Background: an optimization exercise with open tools, aiming at small area. Do not read the settings as production practice.
The RTL was checked by simulation tests, not by an equivalence proof against the original design.
Power figures rest on the tool's default switching activity, not on a simulated workload.

$ cat design/flow/standard.sh
#!/bin/bash
# synth_recipe.tcl (not shown) runs the flow's synth.tcl, then flattens the netlist and writes it again
# the make line also repeats each setting of config.mk as NAME=value (left out here)
make -C /OpenROAD-flow-scripts/flow DESIGN_CONFIG=/design/flow/config.mk WORK_HOME=/design/flow/orfs CLKGATE_MAP_FILE= SYNTH_SCRIPT=/design/flow/synth_recipe.tcl "${@:-finish}"
$ cat design/flow/design.v
`timescale 1ns/100ps
package merge_pkg;
  localparam int NUM_CH = 4;              
  localparam int LANES  = 4;              
  localparam int KEY_W  = 16;
  localparam int BEAT_W = LANES * KEY_W;  
  localparam int ID_W   = 2;
  localparam int RUN_W  = 8;
  localparam int OWN_DEPTH = 11;
  localparam int HEAD_DEPTH = 3;
  localparam int LOW_W     = KEY_W - 1;
  localparam int MSBC_W    = 3;           
  localparam int ENT_W     = LANES * LOW_W + MSBC_W + 1;
  typedef logic [KEY_W-1:0]  key_t;
  typedef logic [BEAT_W-1:0] beat_t;
  typedef logic [ID_W-1:0]   ch_id_t;
  typedef logic [RUN_W-1:0]  run_cnt_t;
  typedef logic [ENT_W-1:0]  ent_t;
endpackage
`timescale 1ns/100ps
module run_tagger (
  input  logic                aclk,
  input  logic                arst_n,
  input  logic                start,
  input  merge_pkg::run_cnt_t run_beats,
  input  logic                rvalid,
  output logic                rready,
  input  merge_pkg::beat_t    rdata,
  input  merge_pkg::ch_id_t   rid,
  input  logic                rlast,
  input  logic [merge_pkg::NUM_CH-1:0] ch_full,
  output logic                tag_valid,    
  output merge_pkg::beat_t    tag_data,
  output merge_pkg::ch_id_t   tag_id,
  output logic                tag_last
);
  logic                accept;
  logic                run_end;
  logic                held_q;
  merge_pkg::run_cnt_t cur_cnt;
  merge_pkg::run_cnt_t nxt_cnt;
  merge_pkg::run_cnt_t run_cnt [merge_pkg::NUM_CH];
  assign tag_valid = held_q & ~ch_full[tag_id];
  assign rready    = ~(held_q & ch_full[tag_id]);
  assign accept    = rvalid & rready;
  assign cur_cnt = start ? '0 : run_cnt[rid];
  assign nxt_cnt = cur_cnt + 1'b1;
  assign run_end = (run_beats != '0) && (nxt_cnt == run_beats);
  always_ff @(posedge aclk or negedge arst_n) begin
    if (!arst_n) begin
      for (int i = 0; i < merge_pkg::NUM_CH; i++) begin
        run_cnt[i] <= '0;
      end
    end else begin
      for (int i = 0; i < merge_pkg::NUM_CH; i++) begin
        if (accept && (rid == merge_pkg::ch_id_t'(i))) begin
          run_cnt[i] <= run_end ? '0 : nxt_cnt;   
        end else if (start) begin
          run_cnt[i] <= '0;
        end
      end
    end
  end
  always_ff @(posedge aclk or negedge arst_n) begin
    if (!arst_n) begin
      held_q <= 1'b0;
    end else begin
      if (rready) held_q <= rvalid;
    end
  end
  always_ff @(posedge aclk) begin
    if (accept) begin
      tag_data <= rdata;
      tag_id   <= rid;
      tag_last <= rlast | run_end;   
    end
  end
endmodule
`timescale 1ns/100ps
module beat_presort (
  input  merge_pkg::beat_t in_data,      
  output merge_pkg::beat_t pair_data,    
  input  merge_pkg::beat_t pair_q,       
  output merge_pkg::beat_t out_data      
);
  localparam int W = merge_pkg::KEY_W;
  merge_pkg::key_t k  [merge_pkg::LANES];
  merge_pkg::key_t l1 [merge_pkg::LANES];
  merge_pkg::key_t l2 [merge_pkg::LANES];
  function automatic merge_pkg::key_t key_min(merge_pkg::key_t a, merge_pkg::key_t b);
    key_min = (a < b) ? a : b;
  endfunction
  function automatic merge_pkg::key_t key_max(merge_pkg::key_t a, merge_pkg::key_t b);
    key_max = (a < b) ? b : a;
  endfunction
  always_comb begin
    for (int i = 0; i < merge_pkg::LANES; i++) begin
      k[i]  = in_data[i*W +: W];
      l2[i] = pair_q[i*W +: W];
    end
    l1[0] = key_min(k[0], k[1]);
    l1[1] = key_max(k[0], k[1]);
    l1[2] = key_min(k[2], k[3]);
    l1[3] = key_max(k[2], k[3]);
    pair_data[0*W +: W] = key_min(l1[0], l1[2]);
    pair_data[2*W +: W] = key_max(l1[0], l1[2]);
    pair_data[1*W +: W] = key_min(l1[1], l1[3]);
    pair_data[3*W +: W] = key_max(l1[1], l1[3]);
    out_data[0*W +: W] = l2[0];
    out_data[1*W +: W] = key_min(l2[1], l2[2]);
    out_data[2*W +: W] = key_max(l2[1], l2[2]);
    out_data[3*W +: W] = l2[3];
  end
endmodule
`timescale 1ns/100ps
module stream_fifo (
  input  logic                 aclk,
  input  logic                 arst_n,
  input  logic                 wr_en,
  input  merge_pkg::ent_t      wr_ent,
  output logic                 rd_valid,
  input  logic                 rd_ready,
  output merge_pkg::ent_t      rd_ent,
  output logic                 full
);
  localparam int H = merge_pkg::HEAD_DEPTH;
  localparam int B = merge_pkg::OWN_DEPTH - merge_pkg::HEAD_DEPTH;
  merge_pkg::ent_t mem [B];
  logic [3:0]      count_q;
  merge_pkg::ent_t stage_q [H];
  logic [H-1:0]    stage_vld_q;
  logic [H-1:0]    stage_load;     
  logic            buf_vld;
  logic            pop;
  merge_pkg::ent_t buf_head;
  assign rd_valid = stage_vld_q[0];
  assign rd_ent   = stage_q[0];
  assign buf_vld  = (count_q != '0);
  always_comb begin
    stage_load[0] = ~stage_vld_q[0] | rd_ready;
    for (int i = 1; i < H; i++) begin
      stage_load[i] = ~stage_vld_q[i] | stage_load[i-1];
    end
  end
  assign pop  = stage_load[H-1] & buf_vld;
  assign full = (&stage_vld_q) & (count_q == 4'(B));
  always_ff @(posedge aclk) begin
    if (wr_en) begin
      mem[0] <= wr_ent;
      for (int i = 1; i < B; i++) mem[i] <= mem[i-1];
    end
  end
  always_ff @(posedge aclk or negedge arst_n) begin
    if (!arst_n) begin
      count_q <= '0;
    end else if (wr_en & ~pop) begin
      count_q <= count_q + 1'b1;
    end else if (pop & ~wr_en) begin
      count_q <= count_q - 1'b1;
    end
  end
  always_comb begin
    buf_head = '0;
    for (int i = 0; i < B; i++) begin
      if (count_q == 4'(i + 1)) buf_head = buf_head | mem[i];
    end
  end
  always_ff @(posedge aclk) begin
    for (int i = 0; i < H - 1; i++) begin
      if (stage_load[i]) stage_q[i] <= stage_q[i+1];
    end
    if (stage_load[H-1]) stage_q[H-1] <= buf_head;
  end
  always_ff @(posedge aclk or negedge arst_n) begin
    if (!arst_n) begin
      stage_vld_q <= '0;
    end else begin
      for (int i = 0; i < H - 1; i++) begin
        if (stage_load[i]) stage_vld_q[i] <= stage_vld_q[i+1];
      end
      if (stage_load[H-1]) stage_vld_q[H-1] <= buf_vld;
    end
  end
endmodule
`timescale 1ns/100ps
module channel_fifo_bank (
  input  logic                                     aclk,
  input  logic                                     arst_n,
  input  logic                                     in_valid,
  input  merge_pkg::beat_t                         in_data,
  input  merge_pkg::ch_id_t                        in_id,
  input  logic                                     in_last,
  output logic [merge_pkg::NUM_CH-1:0]             out_tvalid,
  input  logic [merge_pkg::NUM_CH-1:0]             out_tready,
  output merge_pkg::beat_t [merge_pkg::NUM_CH-1:0] out_tdata,
  output logic [merge_pkg::NUM_CH-1:0]             out_tlast,
  output logic [merge_pkg::NUM_CH-1:0]             ch_full
);
  merge_pkg::ent_t ch_rd_ent [merge_pkg::NUM_CH];
  merge_pkg::ent_t wr_ent;
  function automatic merge_pkg::ent_t pack_ent(merge_pkg::beat_t d, logic last);
    logic [merge_pkg::LANES-1:0] m;
    logic [merge_pkg::MSBC_W-1:0] c;
    for (int i = 0; i < merge_pkg::LANES; i++) begin
      m[i] = d[i*merge_pkg::KEY_W + merge_pkg::LOW_W];
      pack_ent[i*merge_pkg::LOW_W +: merge_pkg::LOW_W] = d[i*merge_pkg::KEY_W +: merge_pkg::LOW_W];
    end
    c[2] = m[0];                               
    c[1] = m[2] & ~m[0];                       
    c[0] = (m[3] & ~m[2]) | (m[1] & ~m[0]);    
    pack_ent[merge_pkg::LANES*merge_pkg::LOW_W +: merge_pkg::MSBC_W] = c;
    pack_ent[merge_pkg::ENT_W-1] = last;
  endfunction
  function automatic merge_pkg::beat_t unpack_data(merge_pkg::ent_t e);
    logic [merge_pkg::MSBC_W-1:0] c;
    logic [merge_pkg::LANES-1:0]  m;
    c    = e[merge_pkg::LANES*merge_pkg::LOW_W +: merge_pkg::MSBC_W];
    m[3] = c[2] | c[1] | c[0];                 
    m[2] = c[2] | c[1];                        
    m[1] = c[2] | (c[1] & c[0]);               
    m[0] = c[2];                               
    for (int i = 0; i < merge_pkg::LANES; i++) begin
      unpack_data[i*merge_pkg::KEY_W +: merge_pkg::KEY_W] =
        {m[i], e[i*merge_pkg::LOW_W +: merge_pkg::LOW_W]};
    end
  endfunction
  assign wr_ent = pack_ent(in_data, in_last);
  for (genvar ch = 0; ch < merge_pkg::NUM_CH; ch++) begin : g_ch
    stream_fifo u_stream_fifo (
      .aclk     (aclk),
      .arst_n   (arst_n),
      .wr_en    (in_valid && (in_id == merge_pkg::ch_id_t'(ch))),
      .wr_ent   (wr_ent),
      .rd_valid (out_tvalid[ch]),
      .rd_ready (out_tready[ch]),
      .rd_ent   (ch_rd_ent[ch]),
      .full     (ch_full[ch])
    );
    assign out_tdata[ch] = unpack_data(ch_rd_ent[ch]);
    assign out_tlast[ch] = ch_rd_ent[ch][merge_pkg::ENT_W-1];
  end
endmodule
`timescale 1ns/100ps
module merge_frontend_top (
  input  logic                                     aclk,
  input  logic                                     arst_n,
  input  logic                                     start,
  input  merge_pkg::run_cnt_t                      run_beats,
  input  logic                                     rvalid,
  output logic                                     rready,
  input  merge_pkg::beat_t                         rdata,
  input  merge_pkg::ch_id_t                        rid,
  input  logic                                     rlast,
  output logic [merge_pkg::NUM_CH-1:0]             out_tvalid,
  input  logic [merge_pkg::NUM_CH-1:0]             out_tready,
  output merge_pkg::beat_t [merge_pkg::NUM_CH-1:0] out_tdata,
  output logic [merge_pkg::NUM_CH-1:0]             out_tlast
);
  logic                         tag_valid;
  merge_pkg::beat_t             tag_data;
  merge_pkg::ch_id_t            tag_id;
  logic                         tag_last;
  merge_pkg::beat_t             pair_data;
  merge_pkg::beat_t             sort_data;
  logic [merge_pkg::NUM_CH-1:0] ch_full;
  run_tagger u_run_tagger (
    .aclk      (aclk),
    .arst_n    (arst_n),
    .start     (start),
    .run_beats (run_beats),
    .rvalid    (rvalid),
    .rready    (rready),
    .rdata     (pair_data),
    .rid       (rid),
    .rlast     (rlast),
    .ch_full   (ch_full),
    .tag_valid (tag_valid),
    .tag_data  (tag_data),
    .tag_id    (tag_id),
    .tag_last  (tag_last)
  );
  beat_presort u_beat_presort (
    .in_data   (rdata),
    .pair_data (pair_data),
    .pair_q    (tag_data),
    .out_data  (sort_data)
  );
  channel_fifo_bank u_channel_fifo_bank (
    .aclk       (aclk),
    .arst_n     (arst_n),
    .in_valid   (tag_valid),
    .in_data    (sort_data),
    .in_id      (tag_id),
    .in_last    (tag_last),
    .out_tvalid (out_tvalid),
    .out_tready (out_tready),
    .out_tdata  (out_tdata),
    .out_tlast  (out_tlast),
    .ch_full    (ch_full)
  );
endmodule
$ cat design/flow/config.mk
export PLATFORM = sky130hd
export DESIGN_NAME = merge_frontend_top
export DESIGN_NICKNAME = merge_frontend_top
export VERILOG_FILES = /design/flow/design.v
export SDC_FILE = /design/flow/constraint.sdc
export NUM_CORES = 4
export LEC_CHECK = 0
export CAP_MARGIN = 20
export CORE_MARGIN = 2
export CORE_UTILIZATION = 70
export CTS_BUF_LIST = sky130_fd_sc_hd__clkbuf_8
export CTS_CLUSTER_DIAMETER = 80
export CTS_CLUSTER_SIZE = 16
export PLACE_DENSITY = 0.8
export SETUP_SLACK_MARGIN = 0.1
export SLEW_MARGIN = 20
$ cat design/flow/flow/run.sh
#!/bin/bash
# Own layout flow: the standard ORFS flow (standard.sh, standard
# synthesis included) with these changes to how the layout is made:
#  1. port buffers are sky130_fd_sc_hd__buf_1 (every port still gets one)
#  2. CTS builds its tree from clkbuf_8 (clkbuf_16 at the root), clusters
#     of at most 16 sinks, and inserts no dummy loads
# ORFS writes each step's log under orfs/logs; make's output is in layout.log.
set -euo pipefail
W=$(pwd)
export BUFFER_PORTS_ARGS="-buffer_cell sky130_fd_sc_hd__buf_1"
export CTS_ARGS="-sink_clustering_enable -repair_clock_nets -buf_list sky130_fd_sc_hd__clkbuf_8 -root_buf sky130_fd_sc_hd__clkbuf_16 -sink_clustering_size 16 -sink_clustering_max_diameter 80 -dont_use_dummy_load"
bash $W/standard.sh finish > $W/layout.log 2>&1
test -f $W/out/final.def
$ cat design/flow/constraint.sdc
create_clock -name core_clock -period 6.0 [get_ports {aclk}]
set_input_delay 1.2000 -clock core_clock [delete_from_list [all_inputs] [get_ports {aclk}]]
set_output_delay 1.2000 -clock core_clock [all_outputs]
set_load 0.01 [all_outputs]
==> run notes, run 1 <==
The number of pins exceeding their max-slew limit in the final report came out at 0. The starting DRC count in detailed routing came out at 9,228. The slew at the pin closest to its max-slew limit is 1.239 ns. Counting stages on the worst path, the most repeated cell is sky130_fd_sc_hd__buf_4. TritonCTS built the clock tree. The die is 396.7 um wide. Setup repair after global routing left no endpoint under its margin. After synthesis, the share of flip-flops with an asynchronous set or reset is 0.02072. The finished cells cover 113,500 sq um. The wire length after detailed routing is 245,100 um. The internal cell power is 0.03312 W. The share of synthesized area in the top cell type comes to 0.8021. The critical path launch point type is a primary input.

The hold buffer count at CTS is 0. Of the total power, combinational logic draws 0.187. VDD sags by at most 0.0003044 V. The critical path is of the in -> reg type.

The final weighted congestion of routability-driven global placement is 0.9226. The clock transition at the registers of the reported paths is 0.11 ns. The flip-flop cell with the highest count after synthesis is sky130_fd_sc_hd__edfxtp_1. The site row count came out at 144. The aggregate global routing overflow is 0. The sequential element share of the synthesized area came out at 0.8162. The number of CTS-inserted buffers came out at 203. The min-delay analysis places its worst path in the category reg -> reg. In this run the power density over the cells is 415.6 nW/um^2. The worst slew slack as a fraction of its limit is 0.1738.

The top-level port count is 348. The instance area at placement is 110,500 sq um. Data on the critical path arrives at its endpoint at 5.65 ns. The clock latency of the later-clocked register in the worst-skew pair came out at 0.86 ns. The first global-routing pass estimated 350,300 um of wire.

The depth of the CTS H-tree came out at 4. The signal on the critical path passes through buf_1 > inv_1 > ha_1 > a21o_1 > a21o_1 > a221oi_1 > o21ai_1 > buf_4 > o21ai_0 > buf_4 > nand2_1 > ha_1 > a2111oi_0 > o21ai_0 > a221oi_1 > buf_4 > and3_1 > buf_12 > nand2_1 > a21oi_1 > nor2_1 > a21oi_1. The clock group share of total power is 0.186.

Detailed routing placed a total of 111,400 um of wire on met2. The number of cells produced by synthesis is 5,872. After synthesis, the mean cell area works out to 18.38 sq um. The final hold violation count was 0. Of the cells placed in the final design, the portion with a size suffix greater than 1 is 0.08101. The die footprint is 157,300 sq um. The final hold slack came out at 0.3768 ns. The count of nets left with antenna violations once routing finished came out at 0. The post-layout net count came out at 6,217.

The net switching power figure came out at 0.01406 W. The most frequent standard cell in the layout excluding fill and tap cells is sky130_fd_sc_hd__edfxtp_1. The layout overhead on the synthesized area came out at 5.165%. The delay contributed by the slowest stage of the critical path came out at 0.35 ns.

The data required time of the worst path is 6.62 ns. In the layout the commonest cells are sky130_fd_sc_hd__edfxtp_1 (2,883), sky130_fd_sc_hd__a22oi_1 (1,024), sky130_fd_sc_hd__buf_1 (346). The max-cap violation count came out at 0.

The placeable core region is 153,500 sq um. The chip height came out at 396.7 um. The total of cells resized after clock tree synthesis is 0.

Counting tap cells, the placed design contains a total of 7,876 instances. The largest net degree at the start of global routing is 226. After legalization and detailed placement, the total HPWL measured 142,800 um. The routed wirelength normalized by instance count is 30.13 um. Of the total power, the share spent switching nets is 0.2980. The post-CTS setup buffer count is 0.

The initial cell density of the core came out at 0.7031. The synthesized design contains 2,883 enable-type register cells. The distinct cell type count of the synthesized netlist came out at 67. The cell leakage power is 36.23 nW. The number of clock sinks is 2,944. The sum of negative setup slack is 0 ns. In the global route stage, overall resource usage came out at 0.3065. The root buffer selected by CTS is sky130_fd_sc_hd__clkbuf_16. In the routed design, unresolved DRC markers number 0.

The number of vias per cell is 7.058. The first TritonRoute pass finished after 8 iterations. The flow ran to the end and the layout has no timing, DRC or antenna violations.

The clock tree skew after final layout is 0.1144 ns. The post-synthesis net count came out at 6,051. The worst setup path is captured at a register. The portion of total power attributed to sequential cells is 0.627. Sorting the synthesized cells by area gives the leading types as sky130_fd_sc_hd__edfxtp_1 (80%), sky130_fd_sc_hd__a22oi_1 (7.1%), sky130_fd_sc_hd__buf_4 (1.8%), sky130_fd_sc_hd__nand4_1 (1.6%), sky130_fd_sc_hd__dfrtp_1 (1.4%). Based on the critical path, the design can be clocked at up to 0.1991 GHz.

The initial antenna violation count was 46. The routed length on met1 is 91,740 um. The count of state elements after synthesis is 2,944. Setup violations remaining at the end of the flow were counted as 0. Once layout is complete, the cells apart from fillers number 8,136. The largest fanout on the critical path is 25. The period utilization is 0.8372. The via count of the first global-routing pass is 54,206. The routed wire length on met3 came out at 32,410 um.

The maximum buffer depth of the clock tree is 3. The synthesized cell area came out at 107,900 sq um. The topmost layer with routed signal wires is met5. The slowest stage of the critical path is the sky130_fd_sc_hd__a2111oi_0 cell.

The final route contains 57,420 vias. The shortest clock period the worst path allows after layout came out at 5.023 ns. sky130_fd_sc_hd__edfxtp_1 takes more of the synthesized area than any other cell.

Input and output buffers added on the ports amount to 347. The count of warnings emitted by yosys came out at 11.
Yosys cell counts (15+ instances only):
master / count
sky130_fd_sc_hd__edfxtp_1: 2883
sky130_fd_sc_hd__a22oi_1: 1024
sky130_fd_sc_hd__nand4_1: 268
sky130_fd_sc_hd__buf_4: 256
sky130_fd_sc_hd__clkbuf_1: 229
sky130_fd_sc_hd__nand2_1: 150
sky130_fd_sc_hd__nand3_1: 103
sky130_fd_sc_hd__ha_1: 96
sky130_fd_sc_hd__mux2i_1: 77
sky130_fd_sc_hd__nor2_1: 76
sky130_fd_sc_hd__inv_1: 67
sky130_fd_sc_hd__o21ai_0: 63
sky130_fd_sc_hd__dfrtp_1: 61
sky130_fd_sc_hd__buf_1: 57
sky130_fd_sc_hd__nor3_1: 45
sky130_fd_sc_hd__a21oi_1: 37
sky130_fd_sc_hd__nor3b_1: 37
sky130_fd_sc_hd__o22ai_1: 32
sky130_fd_sc_hd__a211oi_1: 29
sky130_fd_sc_hd__a32o_1: 28
sky130_fd_sc_hd__o221ai_1: 26
sky130_fd_sc_hd__a21o_1: 25
sky130_fd_sc_hd__xor2_1: 19
sky130_fd_sc_hd__nand2b_1: 18
sky130_fd_sc_hd__mux2_2: 17
sky130_fd_sc_hd__and3b_1: 16
sky130_fd_sc_hd__and2_1: 15
critical path: cells and delay by family:
kind	cells	cell delay (ns)
buf+inv	6	1.11
compound gates	10	2.38
fa+ha+maj	2	0.50
simple gates	4	0.45
registers in the layout (all words and copies together), names as in the netlist:
name,flops
u_channel_fifo_bank.g_ch.u_stream_fifo.count_q,16
u_channel_fifo_bank.g_ch.u_stream_fifo.mem,2048
u_channel_fifo_bank.g_ch.u_stream_fifo.stage_q,768
u_channel_fifo_bank.g_ch.u_stream_fifo.stage_vld_q,12
u_run_tagger.held_q,1
u_run_tagger.run_cnt,32
u_run_tagger.tag_data,64
u_run_tagger.tag_id,2
u_run_tagger.tag_last,1
logic make-up (layout without fill, tap and decap cells):
group / Yosys count / in the layout / synth area share
xor+xnor: 29 / 29 / 0.002353
mux: 102 / 102 / 0.01062
flops: 2944 / 2944 / 0.8162
fa+ha+maj: 96 / 96 / 0.01113
buf+inv: 623 / 787 / 0.03091
compound gates: 1301 / 1301 / 0.08937
other cells: 0 / 56 / 0
simple gates: 777 / 777 / 0.03939
worst paths after layout:
check | from | endpoint | slack, ns | cells past startpoint
worst min-delay path | register | register | 0.38 | 0
worst min register to register | register | register | 0.38 | 0
max in group asynchronous | arst_n | asynchronous set/reset pin | 4.75 | 2
worst max-delay path | rdata[29] | u_run_tagger.tag_data[48] | 0.98 | 22
worst max register to register | u_run_tagger.tag_id[1] | register | 2.14 | 9
min in group asynchronous | arst_n | u_run_tagger.run_cnt[3][2] | 0.61 | 2
final cells by class:
type | count | area (sq um)
fill | 8462 | 40000
clock buffer | 203 | 2805
sequential | 2944 | 88100
inverter | 67 | 255.2
tap | 2044 | 2557
antenna | 56 | 140.1
timing repair buffer | 517 | 2800
multi-input combinational | 2305 | 16850
metal layers:
| layer | vias to the layer above | GRT usage |
|---|---|---|
| met1 | 28750 | 0.4479 |
| met4 | 20 | 0.1297 |
| li1 | 23921 | - |
| met2 | 4252 | 0.4447 |
| met5 | - | 0 |
| met3 | 477 | 0.08426 |
metrics by stage:
step	worst slack (ns)	total power (W)	util
floorplan	-13.11	0.03482	-
global placement	0.2668	0.03821	0.7199
detailed placement	0.2280	0.03861	0.7199
CTS	1.078	0.04706	0.7382
global route	0.5999	0.04867	0.7386
finish	0.9767	0.04718	0.7394
power groups by stage:
stage | logic (W) | clock network [W] | registers [W]
after floorplan | 0.00564 | 0 | 0.0292
after detailed placement | 0.00865 | 0 | 0.0300
after global routing | 0.00938 | 0.00949 | 0.0298
after CTS | 0.00867 | 0.00887 | 0.0295
after global placement | 0.00844 | 0 | 0.0298
final | 0.00884 | 0.00876 | 0.0296
==> run 2, diff against run 1 <==
==> design/flow/flow/run.sh (replaced) <==
#!/bin/bash
# Own layout flow: the standard ORFS flow (standard.sh) with these changes
#  1. synthesis is synth_recipe.tcl unchanged except that ABC maps the
#     combinational logic with three rounds of its area mapper (abc_amap.script) instead of
#     ORFS's delay script; flip-flop mapping and all names are untouched
#  2. port buffers are sky130_fd_sc_hd__buf_1 (every port still gets one)
#  3. CTS builds its tree from clkbuf_8 (clkbuf_16 at the root), clusters
#     of at most 16 sinks, and inserts no dummy loads
# Each tool's output goes to the ORFS logs under orfs/logs and to *.log here.
set -euo pipefail
W=$(pwd)
F=$W/flow
S=$W/myscripts
mkdir -p $S

sed "s#source \$::env(SCRIPTS_DIR)/synth_preamble.tcl#source $S/synth_preamble.tcl#" \
  $FLOW_HOME/scripts/synth.tcl > $S/synth.tcl
sed "s#set abc_script \$::env(SCRIPTS_DIR)/abc_speed.script#set abc_script $F/abc_amap.script#" \
  $FLOW_HOME/scripts/synth_preamble.tcl > $S/synth_preamble.tcl
sed "s#source \$::env(SCRIPTS_DIR)/synth.tcl#source $S/synth.tcl#" \
  $W/synth_recipe.tcl > $S/synth_recipe.tcl
grep -q "$F/abc_amap.script" $S/synth_preamble.tcl
grep -q "$S/synth.tcl" $S/synth_recipe.tcl
grep -q "$S/synth_preamble.tcl" $S/synth.tcl

make -C $FLOW_HOME DESIGN_CONFIG=$W/config.mk WORK_HOME=$W/orfs CLKGATE_MAP_FILE= \
  SYNTH_SCRIPT=$S/synth_recipe.tcl synth > $W/synth.log 2>&1

export BUFFER_PORTS_ARGS="-buffer_cell sky130_fd_sc_hd__buf_1"
export CTS_ARGS="-sink_clustering_enable -repair_clock_nets -buf_list sky130_fd_sc_hd__clkbuf_8 -root_buf sky130_fd_sc_hd__clkbuf_16 -sink_clustering_size 16 -sink_clustering_max_diameter 80 -dont_use_dummy_load"
bash $W/standard.sh finish > $W/layout.log 2>&1
test -f $W/out/final.def
==> design/flow/flow/abc_amap.script (new file) <==
strash
dch
amap
strash
dch
amap
strash
dch
amap
==> run notes, run 2 <==
Run status: no timing/DRC/antenna violations (unchanged). The most frequent cell on the critical path is sky130_fd_sc_hd__clkinv_1 (was sky130_fd_sc_hd__buf_4). The number of enable flip-flop cells after synthesis is 2,883 (unchanged). The count of cells along the worst register-to-register path is 14 (was 9).

The width of the die is 388.9 um (was 396.7 um). The placeable core region came out at 147,500 sq um (was 153,500 sq um). Cell types with the largest area share after synthesis: sky130_fd_sc_hd__edfxtp_1 (83%), sky130_fd_sc_hd__a222oi_1 (4.2%), sky130_fd_sc_hd__buf_4 (1.8%), sky130_fd_sc_hd__dfrtp_1 (1.5%), sky130_fd_sc_hd__a22oi_1 (1.4%) (was sky130_fd_sc_hd__edfxtp_1 (80%), sky130_fd_sc_hd__a22oi_1 (7.1%), sky130_fd_sc_hd__buf_4 (1.8%), sky130_fd_sc_hd__nand4_1 (1.6%), sky130_fd_sc_hd__dfrtp_1 (1.4%)). The leading area contributor after synthesis is sky130_fd_sc_hd__edfxtp_1 (unchanged). The sequential element share of the synthesized area is 0.8497 (was 0.8162).

The wire length of the first global-routing pass came out at 335,500 um (was 350,300 um). The count of input and output buffers is 347 (unchanged). The max-cap violation count is 0 (unchanged). The number of nets with antenna violations after detailed routing was 0 (unchanged). The slew at the pin closest to its max-slew limit came out at 1.273 ns (was 1.239 ns). The data required time of the worst path is 6.61 ns (was 6.62 ns).

The worst slew slack as a fraction of its limit came out at 0.1513 (was 0.1738). The delay contributed by the slowest stage of the critical path came out at 0.33 ns (was 0.35 ns). The share of the synthesized area in the top cell type came out at 0.8350 (was 0.8021). Largest registers: u_channel_fifo_bank.g_ch.u_stream_fifo.mem x2048, u_channel_fifo_bank.g_ch.u_stream_fifo.stage_q x768, u_run_tagger.tag_data x64 (unchanged).

The clock transition at the registers of the reported paths is 0.10 ns (was 0.11 ns). The iteration count of the initial detailed-routing pass is 9 (was 8). The number of instances in the placed design is 7,392 (was 7,876).

The clock tree skew after final layout came out at 0.06741 ns (was 0.1144 ns). The synthesized cell area came out at 103,700 sq um (was 107,900 sq um). The flip-flop count of the largest register, all copies and words added is 2,048 (unchanged).

The top-level port count was 348 (unchanged). The aggregate global routing overflow came out at 0 (unchanged). The per-instance average area after synthesis is 19.90 sq um (was 18.38 sq um). The signal arrival time at the worst endpoint came out at 6.18 ns (was 5.65 ns).

The TritonCTS clock tree is done (unchanged). The number of fill cells is 7,971 (was 8,462). The number of endpoints failing setup at the final stage came to 0 (unchanged).

The count of warnings emitted by yosys came out at 11 (unchanged). The launching point of the worst reg2reg path is u_run_tagger.tag_data[33] (was u_run_tagger.tag_id[1]). The distinct cell type count of the synthesized netlist came out at 37 (was 67). The number of pins exceeding their max-slew limit in the final report came to 0 (unchanged). The overall power of the completed layout came to 0.04680 W (was 0.04718 W). The largest net degree at the start of global routing is 158 (was 226). The site row count came out at 141 (was 144). The number of cells produced by synthesis was 5,211 (was 5,872). The most common cell in the synthesized netlist is sky130_fd_sc_hd__edfxtp_1 (unchanged). The number of vias per cell is 7.096 (was 7.058).

The async set-reset flop share out of synthesis is 0.02072 (unchanged). The starting DRC count in detailed routing is 10,925 (was 9,228). Most common library cells after synthesis: sky130_fd_sc_hd__edfxtp_1 (2,883), sky130_fd_sc_hd__a222oi_1 (430), sky130_fd_sc_hd__nand2_1 (270), sky130_fd_sc_hd__buf_4 (252), sky130_fd_sc_hd__clkinv_1 (212) (was sky130_fd_sc_hd__edfxtp_1 (2,883), sky130_fd_sc_hd__a22oi_1 (1,024), sky130_fd_sc_hd__nand4_1 (268), sky130_fd_sc_hd__buf_4 (256), sky130_fd_sc_hd__clkbuf_1 (229)).

The power density over the cells is 423.8 nW/um^2 (was 415.6 nW/um^2). The class of the most critical setup path is in -> reg (unchanged). The cell leakage power was 35.47 nW (was 36.23 nW).

The setup slack on the worst flop-to-flop path is 1.26 ns (was 2.14 ns). The layout overhead on the synthesized area was 6.497% (was 5.165%). The number of clock sinks came out at 2,944 (unchanged). The critical path launch point type is a primary input (unchanged). The via total after detailed routing came to 54,470 (was 57,420). The fmax is 0.1794 GHz (was 0.1991 GHz).

The final hold violation count is 0 (unchanged). The count of state elements after synthesis came out at 2,944 (unchanged). The initial cell density of the core is 0.7030 (was 0.7031).

The detailed placer's ending HPWL came out at 136,400 um (was 142,800 um). The wire length after detailed routing came to 234,000 um (was 245,100 um). The fraction of the core area covered by cells at the end of the flow is 0.7487 (was 0.7394). The shortest clock period the worst path allows after layout was 5.573 ns (was 5.023 ns). The flip-flop cell with the highest count after synthesis is sky130_fd_sc_hd__edfxtp_1 (unchanged). RSZ-0062 raised after global routing: false (unchanged).

The root buffer selected by CTS is sky130_fd_sc_hd__clkbuf_16 (unchanged). The via count of the first global-routing pass is 51,584 (was 54,206). The post-layout net count came out at 5,846 (was 6,217). The share of post-route cells with drive strength above 1 is 0.08138 (was 0.08101).

The number of cells in the finished layout apart from fillers is 7,676 (was 8,136). The number of CTS-inserted buffers came out at 202 (was 203). The final routed DRC violation total came out at 0 (unchanged). The worst min-delay path category is reg -> reg (unchanged). The clock latency of the later-clocked register in the worst-skew pair came to 0.83 ns (was 0.86 ns). The depth of the CTS H-tree is 4 (unchanged). The library cell contributing the largest single delay on the critical path is sky130_fd_sc_hd__a221o_1 (was sky130_fd_sc_hd__a2111oi_0). The final weighted congestion of routability-driven global placement is 0.8558 (was 0.9226). The routed wirelength normalized by instance count is 30.49 um (was 30.13 um). Most used cells in the layout excluding fill and tap cells: sky130_fd_sc_hd__edfxtp_1 (2,883), sky130_fd_sc_hd__a222oi_1 (430), sky130_fd_sc_hd__buf_1 (346) (was sky130_fd_sc_hd__edfxtp_1 (2,883), sky130_fd_sc_hd__a22oi_1 (1,024), sky130_fd_sc_hd__buf_1 (346)).

The multi-input gate area in the final layout is 13,360 sq um (was 16,850 sq um). The critical path endpoint category is a register (unchanged). The total area of sequential cells came to 88,100 sq um (unchanged).

The post-synthesis net count came out at 5,390 (was 6,051). The most frequent standard cell in the layout excluding fill and tap cells is sky130_fd_sc_hd__edfxtp_1 (unchanged). The total global routing track utilization came out at 0.3055 (was 0.3065).

The final hold slack is 0.3842 ns (was 0.3768 ns). The worst-case vdd ir drop came out at 0.0003212 V (was 0.0003044 V). The hold buffer count at CTS came to 0 (unchanged). The chip height came out at 388.9 um (was 396.7 um). The initial antenna violation count was 52 (was 46). The maximum buffer depth of the clock tree is 3 (unchanged). The largest register by flop count is u_channel_fifo_bank.g_ch.u_stream_fifo.mem (unchanged). The period utilization came out at 0.9288 (was 0.8372). The largest fanout on the critical path came out at 29 (was 25). The number of cells traversed by the worst hold path came out at 0 (unchanged). The die footprint came out at 151,200 sq um (was 157,300 sq um).
run 2: cell count changes after synthesis, sizes merged, moves of 118 or more:
cell    delta
a22oi    -838
a222oi   +430
clkbuf   -229
clkinv   +212
o22ai    +171
nand4    -168
nand2    +118
run 2: power by group:
group	internal, W	switching, W	leakage (nW)
combinational	0.00238	0.00615	5.84
clock	0.00303	0.00569	1.46
sequential	0.0276	0.00193	28.2
total	0.0330	0.0138	35.5
run 2: kinds of logic (layout without fill, tap and decap cells):
logic type      Yosys count  count (layout)  share of synthesized area
simple gates            681             681                    0.03060
buf+inv                 464             918                    0.02592
other cells               0              81                          0
compound gates         1026            1026                    0.08220
fa+ha+maj                96              96                    0.01158
flops                  2944            2944                     0.8497
run 2: through the flow:
step | worst slack [ns] | setup TNS, ns | instance area [sq um]
after detailed placement | -0.3811 | -16.36 | 107400
after floorplan | -4.836 | -8089.25 | 103800
after CTS | 0.4466 | 0 | 110200
final | 0.4269 | 0 | 110400
after global routing | 0.1097 | 0 | 110200
after global placement | -0.3221 | -10.17 | 107400
run 2: routing by layer:
layer,GRT usage,vias up,part of all wire
met4,0.1161,8,0.033
li1,-,22613,-
met5,0,-,0.00038
met2,0.4586,4165,0.46
met3,0.07835,420,0.13
met1,0.4432,27264,0.37
run 2: final cells by class:
cell class                      count  share of cell area
Inverter                          212            0.007422
Multi-Input combinational cell   1803              0.1210
Antenna cell                       81            0.001836
Timing Repair Buffer              504             0.02477
Sequential cell                  2944              0.7979
Clock buffer                      202             0.02528
Tap cell                         1930             0.02187
run 2: worst max path at each step:
stage          cells after the start      start  slack [ns]                   endpoint
6_report                          28  rdata[17]        0.43  u_run_tagger.tag_data[34]
4_1_cts                           28  rdata[17]        0.45  u_run_tagger.tag_data[34]
5_1_grt                           27  rdata[17]        0.11  u_run_tagger.tag_data[14]
2_1_floorplan                     15   register       -4.84                   register
3_3_place_gp                      28  rdata[17]       -0.32   u_run_tagger.tag_data[2]
3_5_place_dp                      28  rdata[17]       -0.38   u_run_tagger.tag_data[9]
run 2: what timing repair did:
| action | in CTS | in global routing |
|---|---|---|
| setup endpoints to repair | 0 | 30 |
| setup buffers | 0 | 0 |
| hold endpoints to repair | 0 | 0 |
| gates resized for setup | 0 | 1 |
run 2: critical path, delay by kind of cell:
kind	cells	cell delay (ns)
compound gates	12	2.56
fa+ha+maj	2	0.47
buf+inv	9	1.52
simple gates	5	0.40
==> run 3, diff against run 2 <==
--- a/design/flow/config.mk
+++ b/design/flow/config.mk
@@ -5,7 +5,7 @@
 export SDC_FILE = /design/flow/constraint.sdc
 export NUM_CORES = 4
 export LEC_CHECK = 0
-export CAP_MARGIN = 20
+export CAP_MARGIN = 10
 export CORE_MARGIN = 2
 export CORE_UTILIZATION = 70
 export CTS_BUF_LIST = sky130_fd_sc_hd__clkbuf_8
@@ -13,4 +13,4 @@
 export CTS_CLUSTER_SIZE = 16
 export PLACE_DENSITY = 0.8
 export SETUP_SLACK_MARGIN = 0.1
-export SLEW_MARGIN = 20
+export SLEW_MARGIN = 10
==> run notes, run 3 <==
The clock group share of total power came out at 0.187 (was 0.186). The count of state elements after synthesis is 2,944 (unchanged). The total area of sequential cells came to 88,100 sq um (unchanged).

Largest registers: u_channel_fifo_bank.g_ch.u_stream_fifo.mem x2048, u_channel_fifo_bank.g_ch.u_stream_fifo.stage_q x768, u_run_tagger.tag_data x64 (unchanged). The layout overhead on the synthesized area is 6.411% (was 6.497%). The hold buffer count at CTS came out at 0 (unchanged). The depth of the CTS H-tree is 4 (unchanged). The most frequent standard cell in the layout excluding fill and tap cells is sky130_fd_sc_hd__edfxtp_1 (unchanged).

The number of CTS-inserted buffers was 202 (unchanged). The post-CTS setup buffer count came out at 0 (unchanged). The clock latency of the later-clocked register in the worst-skew pair came out at 0.86 ns (was 0.83 ns). The shortest clock period the worst path allows after layout is 5.433 ns (was 5.573 ns). The distinct cell type count of the synthesized netlist is 37 (unchanged). The largest net degree at the start of global routing is 158 (unchanged). The leading area contributor after synthesis is sky130_fd_sc_hd__edfxtp_1 (unchanged). The net switching power figure came out at 0.01372 W (was 0.01377 W).

The number of enable flip-flop cells after synthesis is 2,883 (unchanged). The starting DRC count in detailed routing came to 10,835 (was 10,925). The critical path launch point type is a primary input (unchanged).

The die footprint is 151,200 sq um (unchanged). The number of pins exceeding their max-slew limit in the final report is 0 (unchanged). The data required time of the worst path is 6.63 ns (was 6.61 ns).

The sum of negative setup slack came out at 0 ns (unchanged). The post-synthesis net count came out at 5,390 (unchanged). The async set-reset flop share out of synthesis is 0.02072 (unchanged).

The sequential element share of the synthesized area is 0.8497 (unchanged). The detailed placer's ending HPWL is 136,200 um (was 136,400 um). The count of input and output buffers came out at 347 (unchanged).

The via total after detailed routing came to 54,205 (was 54,470). Most common library cells after synthesis: sky130_fd_sc_hd__edfxtp_1 (2,883), sky130_fd_sc_hd__a222oi_1 (430), sky130_fd_sc_hd__nand2_1 (270), sky130_fd_sc_hd__buf_4 (252), sky130_fd_sc_hd__clkinv_1 (212) (unchanged). The final hold violation count was 0 (unchanged). The worst min-delay path category is reg -> reg (unchanged). The wire length of the first global-routing pass is 335,400 um (was 335,500 um).

The launching element of the worst setup path was rdata[17] (unchanged). The most common cell in the synthesized netlist is sky130_fd_sc_hd__edfxtp_1 (unchanged). The setup slack on the worst flop-to-flop path is 1.42 ns (was 1.26 ns).

The power density over the cells came out at 423.5 nW/um^2 (was 423.8 nW/um^2). The period utilization is 0.9056 (was 0.9288). The total global routing track utilization came out at 0.3053 (was 0.3055). The site row count came out at 141 (unchanged).

The cell leakage power came out at 35.46 nW (was 35.47 nW). The top-level port count came out at 348 (unchanged). The number of fill cells came out at 7,967 (was 7,971). The width of the die came out at 388.9 um (unchanged). Cell types with the largest area share after synthesis: sky130_fd_sc_hd__edfxtp_1 (83%), sky130_fd_sc_hd__a222oi_1 (4.2%), sky130_fd_sc_hd__buf_4 (1.8%), sky130_fd_sc_hd__dfrtp_1 (1.5%), sky130_fd_sc_hd__a22oi_1 (1.4%) (unchanged).

The root buffer selected by CTS is sky130_fd_sc_hd__clkbuf_16 (unchanged). The worst slew slack as a fraction of its limit is 0.1927 (was 0.1513). The number of vias per cell is 7.080 (was 7.096).

The number of clock sinks came out at 2,944 (unchanged). The max-cap violation count is 0 (unchanged). The wire length after detailed routing is 233,100 um (was 234,000 um). The post-placement worst setup slack came out at -0.3483 ns (was -0.3811 ns). The multi-input gate area in the final layout is 13,360 sq um (about the same). The number of endpoints failing setup at the final stage is 0 (unchanged).

The initial antenna violation count was 54 (was 52). Run status: no timing/DRC/antenna violations (unchanged). The share of post-route cells with drive strength above 1 came out at 0.08123 (was 0.08138).

The portion of total power attributed to sequential cells is 0.632 (was 0.631). The TritonCTS clock tree is done (unchanged). The critical path endpoint category was a register (unchanged).

The worst-case vdd ir drop was 0.0003362 V (was 0.0003212 V). The number of nets with antenna violations after detailed routing was 0 (unchanged). The placeable core region is 147,500 sq um (unchanged).

The clock transition at the registers of the reported paths was 0.10 ns (about the same). The routed wirelength normalized by instance count came out at 30.44 um (was 30.49 um). The share of the synthesized area in the top cell type is 0.8350 (unchanged). The share of power burned in combinational logic was 0.181 (was 0.182). The fmax is 0.1840 GHz (was 0.1794 GHz).

The largest fanout on the critical path came out at 29 (unchanged). The net switching fraction of the power came to 0.2937 (was 0.2942). The chip height is 388.9 um (unchanged). Most used cells in the layout excluding fill and tap cells: sky130_fd_sc_hd__edfxtp_1 (2,883), sky130_fd_sc_hd__a222oi_1 (430), sky130_fd_sc_hd__buf_1 (346) (unchanged).

The number of cells produced by synthesis was 5,211 (unchanged). The count of cells along the worst register-to-register path came out at 9 (was 14). The maximum buffer depth of the clock tree came out at 3 (unchanged).

The class of the most critical setup path is in -> reg (unchanged). The internal cell power came out at 0.03300 W (was 0.03303 W). The synthesized cell area came out at 103,700 sq um (unchanged). The slew at the pin closest to its max-slew limit is 1.211 ns (was 1.273 ns). The flip-flop count of the largest register, all copies and words added came out at 2,048 (unchanged).

The clock tree skew after final layout is 0.08815 ns (was 0.06741 ns). The iteration count of the initial detailed-routing pass came to 8 (was 9). The final routed DRC violation total is 0 (unchanged). The initial cell density of the core is 0.7030 (unchanged). The post-layout net count came out at 5,844 (was 5,846). The flip-flop cell with the highest count after synthesis is sky130_fd_sc_hd__edfxtp_1 (unchanged).

The via count of the first global-routing pass came out at 51,800 (was 51,584). The count of warnings emitted by yosys is 11 (unchanged). RSZ-0062 raised after global routing: false (unchanged).

The capture point of the critical path was u_run_tagger.tag_data[2] (was u_run_tagger.tag_data[34]). The signal arrival time at the worst endpoint came to 6.06 ns (was 6.18 ns). The final weighted congestion of routability-driven global placement is 0.8558 (unchanged). The smallest setup slack after layout came out at 0.5666 ns (was 0.4269 ns). The per-instance average area after synthesis is 19.90 sq um (unchanged). The aggregate global routing overflow is 0 (unchanged). The largest register by flop count is u_channel_fifo_bank.g_ch.u_stream_fifo.mem (unchanged).
-- run 3: cell types whose count changed in the layout (fill, tap and decap cells not counted), sizes merged --
| cell | previous run | this run |
|---|---|---|
| clkinv | 196 | 195 |
| buf | 504 | 502 |
| inv | 16 | 17 |
| diode | 81 | 63 |
-- run 3: final cells by class --
cell class | instances | share of cell area
repair buffers | 502 | 0.02440
multi-input cells | 1803 | 0.1211
well taps | 1930 | 0.02189
diodes | 63 | 0.001429
flip-flops and latches | 2944 | 0.7985
inverters | 212 | 0.007428
clock buffers | 202 | 0.02530
-- run 3: how the worst min path moves through the flow --
stage,end,depth (start not counted),slack [ns]
floorplan,register,0,0.40
global placement,register,0,0.40
detailed placement,register,0,0.40
CTS,register,0,0.38
global route,register,0,0.40
finish,register,0,0.39
-- run 3: cell families (layout without fill, tap and decap cells) --
group                      after synthesis  in the layout  synth area share
adders and majority gates               96             96           0.01158
buffers and inverters                  464            916           0.02592
DFF                                   2944           2944            0.8497
AOI/OAI and AO/OA                     1026           1026           0.08220
and+or+nand+nor                        681            681           0.03060
other                                    0             63                 0
-- run 3: per-layer routing --
layer	vias to the layer above	routed length, um	GRT usage
li1	22579	-	-
met1	27150	85520	0.4379
met2	4048	107600	0.4596
met3	418	32200	0.08456
met4	10	7704	0.1145
met5	-	60	0
-- run 3: critical path, stage by stage --
cell and delay (ns):
sky130_fd_sc_hd__buf_1 0.07, sky130_fd_sc_hd__clkinv_1 0.09, sky130_fd_sc_hd__ha_1 0.29, sky130_fd_sc_hd__o21a_1 0.11
sky130_fd_sc_hd__o21a_1 0.17, sky130_fd_sc_hd__a221o_1 0.32, sky130_fd_sc_hd__nand3_1 0.09, sky130_fd_sc_hd__nand2_1 0.06
sky130_fd_sc_hd__a31oi_1 0.17, sky130_fd_sc_hd__buf_4 0.16, sky130_fd_sc_hd__nor4_1 0.08, sky130_fd_sc_hd__a2111oi_4 0.30
sky130_fd_sc_hd__inv_2 0.13, sky130_fd_sc_hd__buf_4 0.22, sky130_fd_sc_hd__o22ai_1 0.22, sky130_fd_sc_hd__clkinv_1 0.13
sky130_fd_sc_hd__ha_1 0.19, sky130_fd_sc_hd__a21o_1 0.17, sky130_fd_sc_hd__a31oi_1 0.18, sky130_fd_sc_hd__nor3_1 0.07
sky130_fd_sc_hd__a2111oi_0 0.36, sky130_fd_sc_hd__buf_4 0.19, sky130_fd_sc_hd__or4_1 0.10, sky130_fd_sc_hd__o221ai_1 0.16
sky130_fd_sc_hd__a211oi_4 0.28, sky130_fd_sc_hd__clkinv_1 0.19, sky130_fd_sc_hd__buf_12 0.20, sky130_fd_sc_hd__o22ai_1 0.18
-- run 3: what timing repair did --
action | in CTS | in global routing
endpoints found under the setup margin | 0 | 4
endpoints found under the hold margin | 0 | 0
resized for setup | 0 | 1
-- run 3: metrics by stage --
step                      cell area [sq um]  hold slack (ns)  cells  power (W)    util
after global routing                 110200           0.3957   7599    0.04824  0.7471
after floorplan                      103800           0.4003   5211    0.03437       -
after detailed placement             107400           0.4045   7391    0.03827  0.7281
after CTS                            110200           0.3818   7593    0.04673  0.7470
after global placement               107400           0.4014   7391    0.03784  0.7281
final                                110300           0.3900   7656    0.04673  0.7481
-- run 3: power by group through the flow --
stage               Clock (W)  Sequential (W)  Combinational [W]
floorplan                   0          0.0290            0.00533
global placement            0          0.0298            0.00808
detailed placement          0          0.0299            0.00833
CTS                   0.00886          0.0295            0.00836
global route          0.00948          0.0298            0.00897
finish                0.00872          0.0295            0.00846
==> run 4, diff against run 3 <==
==> design/flow/config.mk (replaced) <==
export PLATFORM = sky130hd
export DESIGN_NAME = merge_frontend_top
export DESIGN_NICKNAME = merge_frontend_top
export VERILOG_FILES = /design/flow/design.v
export SDC_FILE = /design/flow/constraint.sdc
export NUM_CORES = 4
export LEC_CHECK = 0
export CAP_MARGIN = 20
export CORE_MARGIN = 2
export CORE_UTILIZATION = 78
export CTS_BUF_LIST = sky130_fd_sc_hd__clkbuf_8
export CTS_CLUSTER_DIAMETER = 80
export CTS_CLUSTER_SIZE = 16
export PLACE_DENSITY = 0.86
export SETUP_SLACK_MARGIN = 0.1
export SLEW_MARGIN = 20
==> run notes, run 4 <==
The synthesized cell area is 103,700 sq um (unchanged). The worst-case vdd ir drop is 0.0002746 V (was 0.0003362 V). The post-CTS setup buffer count came out at 0 (unchanged). The layout overhead on the synthesized area came to 6.185% (was 6.411%).

The final hold violation count is 0 (unchanged). The wire length after detailed routing is 240,100 um (was 233,100 um). The final routed DRC violation total is 0 (unchanged). The number of vias per cell is 7.460 (was 7.080). The starting DRC count in detailed routing came out at 12,036 (was 10,835). The detailed placer's ending HPWL is 140,200 um (was 136,200 um). The critical path endpoint category is a register (unchanged). Largest registers: u_channel_fifo_bank.g_ch.u_stream_fifo.mem x2048, u_channel_fifo_bank.g_ch.u_stream_fifo.stage_q x768, u_run_tagger.tag_data x64 (unchanged). The iteration count of the initial detailed-routing pass is 10 (was 8). The placeable core region is 131,600 sq um (was 147,500 sq um). The share of post-route cells with drive strength above 1 is 0.07926 (was 0.08123). The via count of the first global-routing pass came to 53,131 (was 51,800). The fmax is 0.1828 GHz (was 0.1840 GHz).

The shortest clock period the worst path allows after layout is 5.469 ns (was 5.433 ns). The worst slew slack as a fraction of its limit came out at 0.09641 (was 0.1927). The period utilization is 0.9115 (was 0.9056). The largest net degree at the start of global routing came out at 216 (was 158).

The data required time of the worst path came to 6.62 ns (was 6.63 ns). The number of cells produced by synthesis came out at 5,211 (unchanged). The root buffer selected by CTS is sky130_fd_sc_hd__clkbuf_16 (unchanged). The critical path launch point type was a primary input (unchanged).

The number of CTS-inserted buffers is 202 (unchanged). The largest register by flop count is u_channel_fifo_bank.g_ch.u_stream_fifo.mem (unchanged). The reasons given for failing layout checks are antenna rules.

The overall power of the completed layout was 0.04700 W (was 0.04673 W). The width of the die came out at 368.6 um (was 388.9 um). The sequential element share of the synthesized area is 0.8497 (unchanged). The smallest setup slack after layout came out at 0.5310 ns (was 0.5666 ns). The signal arrival time at the worst endpoint is 6.09 ns (was 6.06 ns). The net switching fraction of the power is 0.2973 (was 0.2937). Run status: finished with violations (was no timing/DRC/antenna violations). The async set-reset flop share out of synthesis is 0.02072 (unchanged). The aggregate global routing overflow was 0 (unchanged).

Most common library cells after synthesis: sky130_fd_sc_hd__edfxtp_1 (2,883), sky130_fd_sc_hd__a222oi_1 (430), sky130_fd_sc_hd__nand2_1 (270), sky130_fd_sc_hd__buf_4 (252), sky130_fd_sc_hd__clkinv_1 (212) (unchanged). The number of nets with antenna violations after detailed routing came out at 1 (was 0). The number of clock sinks came out at 2,944 (unchanged). The total area of sequential cells is 88,100 sq um (unchanged).

The slew at the pin closest to its max-slew limit came out at 1.355 ns (was 1.211 ns). The top-level port count is 348 (unchanged). The distinct cell type count of the synthesized netlist was 37 (unchanged).

The class of the most critical setup path is in -> reg (unchanged). The net switching power figure came out at 0.01397 W (was 0.01372 W). The via total after detailed routing came out at 56,015 (was 54,205). The chip height was 368.6 um (was 388.9 um). The number of fill cells is 5,490 (was 7,967).

The final weighted congestion of routability-driven global placement came to 0.8897 (was 0.8558). The clock latency of the later-clocked register in the worst-skew pair was 0.83 ns (was 0.86 ns). The post-synthesis net count is 5,390 (unchanged). The count of cells along the worst register-to-register path was 14 (was 9). The share of power burned in combinational logic is 0.185 (was 0.181).

The most frequent standard cell in the layout excluding fill and tap cells is sky130_fd_sc_hd__edfxtp_1 (unchanged). The power density over the cells came out at 426.9 nW/um^2 (was 423.5 nW/um^2). The library cell contributing the largest single delay on the critical path was sky130_fd_sc_hd__a2111oi_4 (was sky130_fd_sc_hd__a2111oi_0). The worst min-delay path category is reg -> reg (unchanged). The share of the synthesized area in the top cell type is 0.8350 (unchanged).

RSZ-0062 raised after global routing: false (unchanged). The total global routing track utilization came out at 0.3489 (was 0.3053). The number of endpoints failing setup at the final stage came out at 0 (unchanged). The depth of the CTS H-tree came out at 4 (unchanged).

The post-layout net count came out at 5,833 (was 5,844). The delay contributed by the slowest stage of the critical path came out at 0.35 ns (was 0.36 ns). The flip-flop count of the largest register, all copies and words added was 2,048 (unchanged).

The count of state elements after synthesis is 2,944 (unchanged). The leading area contributor after synthesis is sky130_fd_sc_hd__edfxtp_1 (unchanged). The internal cell power is 0.03302 W (was 0.03300 W).

The count of warnings emitted by yosys was 11 (unchanged). The wire length of the first global-routing pass came to 340,900 um (was 335,400 um). The number of cells traversed by the worst hold path is 0 (unchanged).

The initial antenna violation count was 60 (was 54). Among the stages of the critical path, the cell type that occurs most often is sky130_fd_sc_hd__clkinv_1. Cell types with the largest area share after synthesis: sky130_fd_sc_hd__edfxtp_1 (83%), sky130_fd_sc_hd__a222oi_1 (4.2%), sky130_fd_sc_hd__buf_4 (1.8%), sky130_fd_sc_hd__dfrtp_1 (1.5%), sky130_fd_sc_hd__a22oi_1 (1.4%) (unchanged). The cell leakage power is 35.40 nW (was 35.46 nW). The maximum buffer depth of the clock tree came out at 3 (unchanged). The total of cells resized after clock tree synthesis was 0 (unchanged). The initial cell density of the core came out at 0.7877 (was 0.7030).

The largest fanout on the critical path came to 24 (was 29). The clock tree skew after final layout came out at 0.06487 ns (was 0.08815 ns). Most used cells in the layout excluding fill and tap cells: sky130_fd_sc_hd__edfxtp_1 (2,883), sky130_fd_sc_hd__a222oi_1 (430), sky130_fd_sc_hd__buf_1 (346) (unchanged). The max-cap violation count is 0 (unchanged).

The die footprint is 135,900 sq um (was 151,200 sq um). The number of enable flip-flop cells after synthesis was 2,883 (unchanged). The number of pins exceeding their max-slew limit in the final report is 0 (unchanged). The per-instance average area after synthesis is 19.90 sq um (unchanged). The final hold slack came out at 0.3794 ns (was 0.3900 ns). The flip-flop cell with the highest count after synthesis is sky130_fd_sc_hd__edfxtp_1 (unchanged). The routed wirelength normalized by instance count is 31.97 um (was 30.44 um). The count of input and output buffers came out at 347 (unchanged). The portion of total power attributed to sequential cells came to 0.630 (was 0.632). The clock transition at the registers of the reported paths came out at 0.11 ns (was 0.10 ns). The hold buffer count at CTS is 0 (unchanged). The clock group share of total power came out at 0.185 (was 0.187). The post-placement worst setup slack is -0.1929 ns (was -0.3483 ns). The site row count came to 133 (was 141). The most common cell in the synthesized netlist is sky130_fd_sc_hd__edfxtp_1 (unchanged). The multi-input gate area in the final layout is 13,340 sq um (was 13,360 sq um). The TritonCTS clock tree is done (unchanged).
## run 4: cell counts after synthesis
Identical to the previous run, type by type.
## run 4: cells by family after synthesis
group / after synthesis / share of synthesized area
AO/OA/AOI/OAI: 1026 / 0.08220
adder cells (fa/ha/maj): 96 / 0.01158
buffers and inverters: 464 / 0.02592
flip-flops: 2944 / 0.8497
AND/OR/NAND/NOR: 681 / 0.03060
## run 4: path summary, 6_finish.rpt
| path | slack (ns) | start | to |
|---|---|---|---|
| max | 0.53 | rdata[17] | u_run_tagger.tag_data[32] |
| min | 0.38 | register | register |
| max reg2reg | 0.77 | u_run_tagger.tag_data[33] | register |
| min reg2reg | 0.38 | register | register |
| max in group asynchronous | 4.76 | arst_n | asynchronous set/reset pin |
| min in group asynchronous | 0.58 | arst_n | u_run_tagger.run_cnt[0][2] |
## run 4: final cells by class
cell class / count / area share
Timing Repair Buffer: 491 / 0.02358
Tap cell: 1755 / 0.01994
Clock buffer: 202 / 0.02535
Antenna cell: 102 / 0.002318
Inverter: 212 / 0.007421
Multi-Input combinational cell: 1803 / 0.1212
Sequential cell: 2944 / 0.8002
## run 4: power by group through the flow
stage               registers, W  clock network (W)  logic (W)
global route              0.0298            0.00937    0.00905
global placement          0.0297                  0    0.00797
detailed placement        0.0299                  0    0.00833
CTS                       0.0295            0.00873    0.00840
floorplan                 0.0290                  0    0.00533
finish                    0.0296            0.00871    0.00869
## run 4: worst max-delay path, delay by kind of cell
family	cells	cell delay, ns
buffers and inverters	9	1.39
AO/OA/AOI/OAI	12	2.62
AND/OR/NAND/NOR	6	0.58
adder cells (fa/ha/maj)	1	0.28
## run 4: metrics by stage
| step | setup TNS (ns) | utilization | instances | instance area [sq um] |
|---|---|---|---|---|
| after floorplan | -8089.25 | - | 5211 | 103800 |
| after global placement | -2.961 | 0.8129 | 7202 | 107000 |
| after detailed placement | -5.289 | 0.8129 | 7202 | 107000 |
| after CTS | 0 | 0.8341 | 7404 | 109800 |
| after global routing | 0 | 0.8349 | 7429 | 109900 |
| final | 0 | 0.8364 | 7509 | 110100 |
## run 4: per-layer routing
layer / vias to the layer above / GRT usage / wire length (um)
met1: 27297 / 0.4784 / 80830
met4: 22 / 0.1863 / 12410
met2: 5372 / 0.5176 / 110100
met5: - / 0.006766 / 277
li1: 22613 / - / -
met3: 711 / 0.1046 / 36440

afterwards: timing with drivers on the ports:
The flow's constraints put no driver on any port. The routed layouts listed below were extracted and timed again, unchanged, in two steps.
Step 1 (the two cells are an assumption about what drives the block):
set clk [get_ports {aclk}]
set_driving_cell -lib_cell sky130_fd_sc_hd__clkbuf_16 $clk
set_driving_cell -lib_cell sky130_fd_sc_hd__buf_2 [delete_from_list [all_inputs] $clk]
Step 2 also shifts input and output timing later by t, the mid clock arrival at the registers, as if the neighbouring blocks saw the same clock.
a / b / c = no drivers / after step 1 / after step 2; a / b = the first two.
run	t, ns	setup WS [ns]	hold slack, ns	clock arrival spread, ns	slew at the worst register clock pin (ns)
run 1	0.890	0.977 / 1.041 / 0.151	0.377 / 0.377 / 0.377	0.117 / 0.118	0.11 / 0.11
run 2	0.881	0.427 / 0.490 / -0.391	0.384 / 0.384 / 0.384	0.076 / 0.076	0.11 / 0.11
run 3	0.899	0.567 / 0.630 / -0.269	0.390 / 0.390 / 0.390	0.092 / 0.092	0.11 / 0.11
run 4	0.885	0.531 / 0.595 / -0.291	0.379 / 0.379 / 0.379	0.065 / 0.065	0.11 / 0.11
For run 3, which loses most, drivers alone change the setup slack by +0.063 ns; drivers and shift together by -0.836 ns.
